This is an optimization exercise on Yosys and OpenROAD, whose aim is small area, not a production implementation.
Where RTL was checked, it was by simulation tests only, not by an equivalence proof against the original.
Power is estimated from default activity; no workload was simulated.

## S
==> flow/design.v (excerpt) <==
module stackCalculator
(
    input  wire logic      CLK,
    input  wire logic      rst,
    input  commandPkg::buttonCode      buttons,
    input  stackPkg::dataWord        switches,
    output logic [7:0]     leds,
    output stackPkg::dataWord        displayValue
);
Size: roughly 1700 cells after synthesis, roughly 1100 flip-flops, ~30 I/O pins.
==> module stackCalculator, before the edit <==
module stackCalculator
(
    input  wire logic      CLK,
    input  wire logic      rst,
    input  commandPkg::buttonCode      buttons,
    input  stackPkg::dataWord        switches,
    output logic [7:0]     leds,
    output stackPkg::dataWord        displayValue
);
    localparam logic [1:0] K_PUSH = 2'd0;    
    localparam logic [1:0] K_SHOW = 2'd1;    
    localparam logic [1:0] K_ADD  = 2'd2;    
    localparam logic [1:0] K_SUB  = 2'd3;    
    logic [3:0] phase;         
    logic       armed;
    logic [6:0] top;           
    logic [6:0] da;
    stackPkg::dataWord dv;     
    logic       pendZ;         
    logic       pendD;         
    logic       sFirst;        
    logic [1:0] kind;
    logic isPush, isPop, isAdd, isSub, isTop, isInc, isDec, isClear, isCmd, fire;
    assign isPush  = (buttons == BTN_PUSH);
    assign isPop   = (buttons == BTN_POP);
    assign isAdd   = (buttons == BTN_ADD);
    assign isSub   = (buttons == BTN_SUB);
    assign isTop   = (buttons == BTN_TOP);
    assign isInc   = (buttons == BTN_INC_ADDR);
    assign isDec   = (buttons == BTN_DEC_ADDR);
    assign isClear = (buttons == BTN_CLEAR);
    assign isCmd   = isPush | isPop | isAdd | isSub | isTop | isInc | isDec;
    assign fire    = armed & isCmd;
    logic empty, canCombine;
    assign empty      = (top == 7'd0);
    assign canCombine = (top != 7'd0) && (top != 7'h7F);
    logic [6:0] step;
    assign step = ((isInc || isDec) ? da : top) + ((isPush || isDec) ? 7'h7F : 7'd1);
    logic [3:0] phaseNext, topLoP1, daLoP1;
    assign phaseNext = phase + 4'd1;
    assign topLoP1   = top[3:0] + 4'd1;
    assign daLoP1    = da[3:0] + 4'd1;
    logic gM1, g0, gP1, hM1, h0, hP1;
    assign gM1 = (phaseNext == top[3:0]);      
    assign g0  = (phase == top[3:0]);          
    assign gP1 = (phase == topLoP1);           
    assign hM1 = (phaseNext == da[3:0]);       
    assign h0  = (phase == da[3:0]);           
    assign hP1 = (phase == daLoP1);            
    logic [2:0] tapF, tapE;
    always_comb
    begin
        tapF = top[6:4];
        if (gM1 && top[3:0] == 4'h0)
            tapF = top[6:4] - 3'd1;
        else if (gP1 && top[3:0] == 4'hF)
            tapF = top[6:4] + 3'd1;
        tapE = da[6:4];
        if (hM1 && da[3:0] == 4'h0)
            tapE = da[6:4] - 3'd1;
        else if (hP1 && da[3:0] == 4'hF)
            tapE = da[6:4] + 3'd1;
    end
    logic       useE;
    logic [2:0] tap;
    logic [7:0][7:0] tapRd;
    stackPkg::dataWord rd;
    assign tap = useE ? tapE : tapF;
    assign rd  = tapRd[tap];
    logic isSubK;
    stackPkg::dataWord sum, result;
    assign isSubK = (kind == K_SUB);
    assign sum    = rd + dv + {7'd0, isSubK && !sFirst};     
    assign result = (isSubK && sFirst) ? ~sum : sum;         
    logic [6:0] topN, daN;
    logic       pendZN, pendDN, sFirstN, armedN;
    logic [1:0] kindN;
    stackPkg::dataWord dvN;
    logic       we;
    logic       wrZero;
    stackPkg::dataWord wrData;
    always_comb
    begin
        topN    = top;
        daN     = da;
        pendZN  = pendZ;
        pendDN  = pendD;
        sFirstN = sFirst;
        kindN   = kind;
        dvN     = dv;
        armedN  = armed;
        we      = 1'b0;
        wrZero  = 1'b0;
        useE    = 1'b0;
        if (buttons == BTN_RELEASED)
            armedN = 1'b1;
        else if (isCmd)
            armedN = 1'b0;
        if (fire)
        begin
            pendZN  = 1'b0;
            pendDN  = 1'b0;
            sFirstN = 1'b0;
            useE    = isInc || isDec;
            if (isPush)
            begin
                topN   = step;
                daN    = step;
                dvN    = switches;
                kindN  = K_PUSH;
                we     = gM1;
                pendDN = !gM1;
            end
            else if ((isPop && !empty) || ((isAdd || isSub) && canCombine))
            begin
                topN   = step;
                daN    = step;
                kindN  = isAdd ? K_ADD : (isSub ? K_SUB : K_SHOW);
                we     = g0;
                wrZero = 1'b1;
                pendZN = !g0;
                pendDN = !gP1;
                if (g0 && !isPop)
                    dvN = isSub ? ~rd : rd;              
                if (gP1)
                begin
                    if (isPop)
                        dvN = rd;
                    else
                    begin
                        dvN     = isSub ? ~rd : rd;      
                        sFirstN = 1'b1;
                        pendDN  = 1'b1;
                    end
                end
            end
            else if (isTop)
            begin
                daN    = top;
                kindN  = K_SHOW;
                pendDN = !g0;
                if (g0)
                    dvN = rd;
            end
            else if (isInc || isDec)
            begin
                daN    = step;
                kindN  = K_SHOW;
                pendDN = !(isInc ? hP1 : hM1);
                if (isInc ? hP1 : hM1)
                    dvN = rd;
            end
        end
        else if (pendZ && hM1)
        begin
            useE   = 1'b1;
            we     = 1'b1;
            wrZero = 1'b1;
            pendZN = 1'b0;
            if (kind[1])
                dvN = sFirst ? result : (isSubK ? ~rd : rd);
        end
        else if (pendD && h0)
        begin
            useE = 1'b1;
            case (kind)
                K_PUSH:
                begin
                    we     = 1'b1;
                        pendDN = 1'b0;
                end
                K_SHOW:
                begin
                    dvN    = rd;
                    pendDN = 1'b0;
                end
                default:
                begin
                    we     = 1'b1;
                    pendDN = 1'b0;
                    if (!sFirst)
                        dvN = result;
                end
            endcase
        end
        if (isClear)
        begin
            topN = '0;
            daN  = '0;
            dvN  = '0;
        end
        if (rst)
        begin
            armedN = 1'b1;
            topN   = '0;
            daN    = '0;
            dvN    = '0;
            pendZN = 1'b0;
            pendDN = 1'b0;
        end
    end
    assign wrData = wrZero ? '0 : dvN;
    logic [7:0] tapWe;
    always_comb
    begin
        tapWe = '0;
        tapWe[tap] = we;
    end
    stackMemory i_stackMemory (
        .CLK    (CLK),
        .tapWe  (tapWe),
        .wrData (wrData),
        .tapRd  (tapRd)
    );
    always_ff @(posedge CLK)
    begin
        phase  <= phaseNext;
        armed  <= armedN;
        top    <= topN;
        da     <= daN;
        dv     <= dvN;
        pendZ  <= pendZN;
        pendD  <= pendDN;
        sFirst <= sFirstN;
        kind   <= kindN;
    end
    assign leds         = {empty, da};
    assign displayValue = dv;
endmodule
Settings: LEC_CHECK=0, CAP_MARGIN=20, CORE_MARGIN=2, CORE_UTILIZATION=60, PLACE_DENSITY=0.7, SLEW_MARGIN=20; clock period 6.0 ns.
standard.sh (not shown) runs the stock make flow with config.mk's settings and CLKGATE_MAP_FILE= SYNTH_SCRIPT=/design/flow/synth_recipe.tcl, a recipe that flattens the netlist after the stock synthesis.
==> flow/flow/run.sh <==
#!/bin/bash
# The standard layout (standard.sh, unchanged synthesis), with these changes:
# the port buffers are the smallest buffer cell, clock tree synthesis uses no
# dummy loads, and power recovery (downsizing of gates off the critical paths)
# runs after global routing.
set -euo pipefail
export BUFFER_PORTS_ARGS="-buffer_cell sky130_fd_sc_hd__buf_1"
export CTS_ARGS="-sink_clustering_enable -repair_clock_nets -dont_use_dummy_load -sink_clustering_size 12 -sink_clustering_max_diameter 40 -buf_list sky130_fd_sc_hd__clkbuf_4"
export RECOVER_POWER=100
export GPL_KEEP_OVERFLOW=0
bash standard.sh > standard.log 2>&1
Relative to S, the following input files were edited for Q:
--- a/flow/design.v
+++ b/flow/design.v
@@ -140,10 +140,10 @@
     assign rd  = tapRd[tap];
     logic isSubK;
     stackPkg::dataWord sum, result;
     assign isSubK = (kind == K_SUB);
-    assign sum    = rd + dv + {7'd0, isSubK && !sFirst};     
-    assign result = (isSubK && sFirst) ? ~sum : sum;         
+    assign sum    = rd + (dv ^ {8{isSubK}}) + {7'd0, isSubK && !sFirst};  
+    assign result = (isSubK && sFirst) ? ~sum : sum;                    
     logic [6:0] topN, daN;
     logic       pendZN, pendDN, sFirstN, armedN;
     logic [1:0] kindN;
     stackPkg::dataWord dvN;
@@ -191,16 +191,16 @@
                 wrZero = 1'b1;
                 pendZN = !g0;
                 pendDN = !gP1;
                 if (g0 && !isPop)
-                    dvN = isSub ? ~rd : rd;              
+                    dvN = rd;                            
                 if (gP1)
                 begin
                     if (isPop)
                         dvN = rd;
                     else
                     begin
-                        dvN     = isSub ? ~rd : rd;      
+                        dvN     = rd;                    
                         sFirstN = 1'b1;
                         pendDN  = 1'b1;
                     end
                 end
@@ -228,18 +228,18 @@
             we     = 1'b1;
             wrZero = 1'b1;
             pendZN = 1'b0;
             if (kind[1])
-                dvN = sFirst ? result : (isSubK ? ~rd : rd);
+                dvN = sFirst ? result : rd;
         end
         else if (pendD && h0)
         begin
             useE = 1'b1;
             case (kind)
                 K_PUSH:
                 begin
                     we     = 1'b1;
-                        pendDN = 1'b0;
+                    pendDN = 1'b0;
                 end
                 K_SHOW:
                 begin
                     dvN    = rd;
==> comparison <==
[compare] base=S new=Q: arrival time at the worst endpoint ~0 delta, antenna diode count +1. Taking S as the reference, in Q cell area went up 0.74%, post-route fraction of the period consumed by the critical path rose by 0.64 points, post-route met1 wirelength went up by 1.5 mm. Measured against S, the worst supply voltage drop on vdd of Q comes out at 1.09 times the reference value. Compared with S, Q shows post-synthesis instance area that has gone up slightly. Comparing S and Q, the higher x dimension of the die was measured on Q. Per the comparison of Q with S, relative contribution of combinational cells to total power moved up, time the final worst path needs with I/O delays and setup up 38 ps, die area rose 0.76%.
Only the layout flow was run in Q; the RTL was not checked for function there.

[separate check: timing with driven ports]
How much do the figures lean on ideal ports? The routed layouts below were timed once more, with nothing changed but the port constraints.
Step 1 (the two cells are an assumption about what drives the block):
set clk [get_ports {CLK}]
set_driving_cell -lib_cell sky130_fd_sc_hd__clkbuf_16 $clk
set_driving_cell -lib_cell sky130_fd_sc_hd__buf_2 [delete_from_list [all_inputs] $clk]
Step 2, shift: input delay + t, output delay - t, t = (earliest + latest rising clock arrival at the registers) / 2. This alone moves slack from input paths to output paths.
Three values: ideal, step 1, step 2; two values: the first two.
run | shift t [ns] | setup WS [ns] | worst hold slack (ns)
S | 0.858 | 0.348 / 0.355 / -0.490 | 0.280 / 0.280 / 0.280
Q | 0.873 | 0.310 / 0.314 / -0.560 | 0.233 / 0.233 / 0.233
With both steps, setup timing fails in S and Q, where it was met with ideal ports. The setup slack of Q, which loses most, moves by +0.004 ns with the drivers and by -0.870 ns with both steps.
